This is an optimization exercise on Yosys and OpenROAD, whose aim is small area and a short achievable clock period, not a production implementation.
Where RTL was checked, it was by simulation tests only, not by an equivalence proof against the original.
Power figures rest on the tool's default switching activity, not on a simulated workload.

== north ==
==> module dense2_argmax, before the edit <==
module dense2_argmax
(
  input  logic                clk,
  input  logic                rst,
  input  logic                in_valid,
  input  logic                frame_start_in,
  input  logic                frame_end_in,
  input  logic [dense2_pkg::DW-1:0]       dense_input,
  output logic                rom_en,
  output logic [dense2_pkg::AW-1:0]       rom_addr,
  input  logic [dense2_pkg::N_OUT*dense2_pkg::DW-1:0] rom_data,
  output logic                out_valid,
  output logic                frame_start_out,
  output logic                frame_end_out,
  output logic [dense2_pkg::DW-1:0]       logit_out,
  output logic                class_valid,
  output logic [dense2_pkg::IDX_W-1:0]    class_idx,
  output logic                err
);
  localparam int unsigned W = dense2_pkg::ACC_W;
  logic [dense2_pkg::N_ST-1:0]   state;
  logic [dense2_pkg::N_ST-1:0]   state_n;
  logic [dense2_pkg::AW-1:0]     cnt;
  logic              clear;
  logic              take;
  logic              err_c;
  logic              keep_q;
  logic [dense2_pkg::IDX_W-1:0]  out_k;
  logic [dense2_pkg::DW-1:0]     best_val;
  logic [dense2_pkg::IDX_W-1:0]  best_idx;
  logic [W-1:0]      acc_s [dense2_pkg::N_OUT];
  logic [W-1:0]      acc_c [dense2_pkg::N_OUT];
  logic st_idle, st_accum, st_bias_rd, st_bias_add, st_out, st_class;
  assign st_idle     = state[dense2_pkg::I_IDLE];
  assign st_accum    = state[dense2_pkg::I_ACCUM];
  assign st_bias_rd  = state[dense2_pkg::I_BIAS_RD];
  assign st_bias_add = state[dense2_pkg::I_BIAS_ADD];
  assign st_out      = state[dense2_pkg::I_OUT];
  assign st_class    = state[dense2_pkg::I_CLASS];
  logic [dense2_pkg::DW-1:0] sample_n;
  logic [7:0] b_one_n, b_two_n, b_neg_n;
  logic [7:0] b_one, b_two, b_neg;
  always_comb begin
    if (take) begin
      sample_n = dense_input;
    end else if (st_bias_rd) begin
      sample_n = dense2_pkg::DW'(1 << dense2_pkg::FRAC_BITS);
    end else begin
      sample_n = '0;
    end
    for (int k = 0; k < 8; k++) begin
      logic x0, x1, x2;
      x0 = (k == 0) ? 1'b0 : sample_n[2*k-1];
      x1 = sample_n[2*k];
      x2 = sample_n[2*k+1];
      b_one_n[k] = x1 ^ x0;
      b_two_n[k] = (x2 & ~x1 & ~x0) | (~x2 & x1 & x0);
      b_neg_n[k] = x2;
    end
  end
  for (genvar k = 0; k < dense2_pkg::N_OUT; k++) begin : g_neuron
    dense2_neuron_acc u_acc (
      .clk     (clk),
      .keep    (keep_q),
      .shift   (st_out),
      .nxt_s   ((k == dense2_pkg::N_OUT - 1) ? '0 : acc_s[(k + 1) % dense2_pkg::N_OUT]),
      .nxt_c   ((k == dense2_pkg::N_OUT - 1) ? '0 : acc_c[(k + 1) % dense2_pkg::N_OUT]),
      .one     (b_one),
      .two     (b_two),
      .neg     (b_neg),
      .w       (rom_data[k*dense2_pkg::DW +: dense2_pkg::DW]),
      .s       (acc_s[k]),
      .c       (acc_c[k])
    );
  end
  logic start_ok;    
  logic last_idx;    
  logic in_frame;    
  assign start_ok = in_valid && frame_start_in && !frame_end_in;
  assign last_idx = (cnt == dense2_pkg::AW'(dense2_pkg::N_IN - 1));
  assign in_frame = st_accum && in_valid && !frame_start_in;
  assign take   = (st_idle && start_ok) || (st_accum && in_valid);
  assign clear  = in_valid && frame_start_in && ((st_idle && !frame_end_in) || st_accum);
  assign rom_en = !rst && (take || st_bias_rd);
  always_comb begin
    rom_addr = '0;
    if (!rst && in_frame) begin
      rom_addr = cnt;
    end else if (!rst && st_bias_rd) begin
      rom_addr = dense2_pkg::AW'(dense2_pkg::N_IN);
    end
  end
  assign err_c = (st_idle && in_valid && frame_start_in && frame_end_in)
              || (st_accum && in_valid && (frame_start_in || (frame_end_in != last_idx)))
              || (!st_idle && !st_accum && in_valid);
  always_comb begin
    state_n = '0;
    state_n[dense2_pkg::I_IDLE]     = (st_idle && !start_ok)
                                   || (in_frame && (frame_end_in ? !last_idx : last_idx))
                                   || st_class;
    state_n[dense2_pkg::I_ACCUM]    = (st_idle && start_ok)
                                   || (st_accum && !(in_frame && (frame_end_in || last_idx)));
    state_n[dense2_pkg::I_BIAS_RD]  = in_frame && frame_end_in && last_idx;
    state_n[dense2_pkg::I_BIAS_ADD] = st_bias_rd;
    state_n[dense2_pkg::I_OUT]      = st_bias_add
                                   || (st_out && (out_k != dense2_pkg::IDX_W'(dense2_pkg::N_OUT - 1)));
    state_n[dense2_pkg::I_CLASS]    = st_out && (out_k == dense2_pkg::IDX_W'(dense2_pkg::N_OUT - 1));
  end
  logic [W-1:0]  sel_sum;
  logic [dense2_pkg::DW-1:0] logit_c;
  assign sel_sum = acc_s[0] + acc_c[0];
  assign logit_c = (sel_sum[W-1:dense2_pkg::DW-1] == {(W-dense2_pkg::DW+1){sel_sum[W-1]}})
                 ? sel_sum[dense2_pkg::DW-1:0]
                 : (sel_sum[W-1] ? dense2_pkg::SAT_MIN : dense2_pkg::SAT_MAX);
  logic              better;
  logic [dense2_pkg::IDX_W-1:0]  cur_idx;
  assign better  = frame_start_out || ($signed(logit_out) > $signed(best_val));
  assign cur_idx = out_k - dense2_pkg::IDX_W'(1);
  always_ff @(posedge clk) begin
    if (rst) begin
      state           <= dense2_pkg::N_ST'(1) << dense2_pkg::I_IDLE;
      keep_q          <= 1'b0;
      out_valid       <= 1'b0;
      frame_start_out <= 1'b0;
      frame_end_out   <= 1'b0;
      logit_out       <= '0;
      class_valid     <= 1'b0;
      class_idx       <= '0;
      err             <= 1'b0;
    end else begin
      state           <= state_n;
      keep_q          <= !clear && !state_n[dense2_pkg::I_OUT];
      err             <= err_c;
      out_valid       <= st_out;
      frame_start_out <= st_out && (out_k == '0);
      frame_end_out   <= st_out && (out_k == dense2_pkg::IDX_W'(dense2_pkg::N_OUT - 1));
      if (st_out) begin
        logit_out <= logit_c;
      end
      class_valid     <= st_class;
      if (st_class) begin
        class_idx <= better ? cur_idx : best_idx;
      end
    end
  end
  always_ff @(posedge clk) begin
    if (clear) begin
      cnt <= dense2_pkg::AW'(1);
    end else if (take) begin
      cnt <= cnt + dense2_pkg::AW'(1);
    end
    b_one <= b_one_n;
    b_two <= b_two_n;
    b_neg <= b_neg_n;
    if (st_bias_add) begin
      out_k <= '0;
    end else if (st_out) begin
      out_k <= out_k + dense2_pkg::IDX_W'(1);
    end
    if (out_valid && better) begin
      best_val <= logit_out;
      best_idx <= cur_idx;
    end
  end
endmodule
==> flow/config.mk <==
export PLATFORM = sky130hd
export DESIGN_NAME = dense2_argmax
export DESIGN_NICKNAME = dense2_argmax
export VERILOG_FILES = /design/flow/design.v
export SDC_FILE = /design/flow/constraint.sdc
export NUM_CORES = 4
export LEC_CHECK = 0
export ABC_AREA = 1
export CAP_MARGIN = 20
export CORE_MARGIN = 2
export CORE_UTILIZATION = 40
export PLACE_DENSITY = 0.6
export SETUP_SLACK_MARGIN = 5
export SLEW_MARGIN = 20
==> flow/constraint.sdc <==
create_clock -name core_clock -period 11.0 [get_ports {clk}]
set_input_delay 2.2000 -clock core_clock [delete_from_list [all_inputs] [get_ports {clk}]]
set_output_delay 2.2000 -clock core_clock [all_outputs]
set_load 0.01 [all_outputs]
standard.sh (not shown) runs the stock make flow with config.mk's settings and CLKGATE_MAP_FILE= SYNTH_SCRIPT=/design/flow/synth_recipe.tcl, a recipe that flattens the netlist after the stock synthesis.
==> flow/flow/run.sh <==
#!/bin/bash
# The standard layout (standard.sh: unchanged synthesis, floorplan, place,
# CTS, route) with three changes:
#  - repair_timing aims for 5.6 ns of setup slack at the design's 11 ns clock;
#  - ports are buffered with buf_2 cells instead of the default delay cells;
#  - after synthesis, invpush.py removes inverters between full-adder cells by
#    flipping adders (a full adder is self-dual), leaving registers, ports and
#    all other cells as synthesis made them.
# Each tool's output goes to a log here; ORFS keeps its step logs under orfs/logs.
set -euo pipefail
sed 's/SETUP_SLACK_MARGIN=[0-9.]*/SETUP_SLACK_MARGIN=5.6 "BUFFER_PORTS_ARGS=-buffer_cell sky130_fd_sc_hd__buf_2"/' standard.sh > standard_margin.sh
grep -q 'SETUP_SLACK_MARGIN=5.6 "BUFFER_PORTS_ARGS' standard_margin.sh
bash standard_margin.sh synth > synth.log 2>&1
NET=orfs/results/sky130hd/dense2_argmax/base/1_2_yosys.v
cp "$NET" 1_2_yosys.standard.v
python3 flow/invpush.py 1_2_yosys.standard.v "$NET" > invpush.log 2>&1
touch "$NET"
bash standard_margin.sh > standard.log 2>&1
Other scripts of this flow, unchanged in this note and not shown: flow/flow/invpush.py
The following lists how south was set up differently from north:
diff --git a/flow/design.v b/flow/design.v
--- a/flow/design.v
+++ b/flow/design.v
@@ -625,9 +625,16 @@
   assign cur_idx = out_k - dense2_pkg::IDX_W'(1);
   always_ff @(posedge clk) begin
     if (rst) begin
       state           <= dense2_pkg::N_ST'(1) << dense2_pkg::I_IDLE;
+      cnt             <= '0;
       keep_q          <= 1'b0;
+      b_one           <= '0;
+      b_two           <= '0;
+      b_neg           <= '0;
+      out_k           <= '0;
+      best_val        <= '0;
+      best_idx        <= '0;
       out_valid       <= 1'b0;
       frame_start_out <= 1'b0;
       frame_end_out   <= 1'b0;
       logit_out       <= '0;
@@ -637,8 +644,21 @@
     end else begin
       state           <= state_n;
       keep_q          <= !clear && !state_n[dense2_pkg::I_OUT];
       err             <= err_c;
+      if (clear) begin
+        cnt <= dense2_pkg::AW'(1);
+      end else if (take) begin
+        cnt <= cnt + dense2_pkg::AW'(1);
+      end
+      b_one           <= b_one_n;
+      b_two           <= b_two_n;
+      b_neg           <= b_neg_n;
+      if (st_bias_add) begin
+        out_k <= '0;
+      end else if (st_out) begin
+        out_k <= out_k + dense2_pkg::IDX_W'(1);
+      end
       out_valid       <= st_out;
       frame_start_out <= st_out && (out_k == '0);
       frame_end_out   <= st_out && (out_k == dense2_pkg::IDX_W'(dense2_pkg::N_OUT - 1));
       if (st_out) begin
@@ -647,26 +667,11 @@
       class_valid     <= st_class;
       if (st_class) begin
         class_idx <= better ? cur_idx : best_idx;
       end
-    end
-  end
-  always_ff @(posedge clk) begin
-    if (clear) begin
-      cnt <= dense2_pkg::AW'(1);
-    end else if (take) begin
-      cnt <= cnt + dense2_pkg::AW'(1);
-    end
-    b_one <= b_one_n;
-    b_two <= b_two_n;
-    b_neg <= b_neg_n;
-    if (st_bias_add) begin
-      out_k <= '0;
-    end else if (st_out) begin
-      out_k <= out_k + dense2_pkg::IDX_W'(1);
-    end
-    if (out_valid && better) begin
-      best_val <= logit_out;
-      best_idx <= cur_idx;
+      if (out_valid && better) begin
+        best_val <= logit_out;
+        best_idx <= cur_idx;
+      end
     end
   end
 endmodule
--- outcome ---
- Between north and south, routed wire length increased.
- Compared with north, south shows global-route wire length before repair higher by about 0.9%.
- Comparing south and north, the lower worst slew margin relative to its limit is on north.
- Between south and north, the core utilization figures differ only marginally.
- Cells: south has more instances than north
- Compared with north, south shows a leakage power total that is 1.1 nW lower.
- In terms of insertion delay to the later sink of the worst-skew pair, south and north differ only marginally.
- Taking north as the reference, in south count of plain and timing-repair buffers in the layout moved up, number of gates given a new drive strength after cts moved up, register share of total power moved up.
- south vs north, clock network power share went up by 2.9 points.
- A critical path class of reg -> reg is what north shows, while in -> reg belongs to south.
Function not checked in south: the RTL went through the layout flow alone.

==> port drivers added, routing unchanged <==
In the flow no input, the clock included, has a driving cell. The finished layouts below were timed again as built, in two steps. Step 1 sets driving cells, clkbuf_16 on the clock port and buf_2 on the other inputs (assumed; they add their load-dependent delay and slew). Step 2 moves the port delays by t, midway between the first and last clock arrival at a register: inputs arrive t later, outputs are due t later. That takes back most of the time a late clock gives input paths. Three values: ideal ports, drivers, drivers and shift; two values: the first two.
run | shift t [ns] | slack for setup (ns) | worst hold slack (ns) | worst setup path after step 2 | cell pins on the clock port's net
north | 0.784 | 5.617 / 5.617 / 4.870 | 0.456 / 0.456 / 0.456 | input to register | 1
south | 0.778 | 5.607 / 5.648 / 4.894 | 0.453 / 0.453 / 0.453 | input to register | 1
After both steps setup and hold are still met in every run listed. The setup slack of north, which loses most, moves by 0.000 ns with the drivers and by -0.747 ns with both steps.
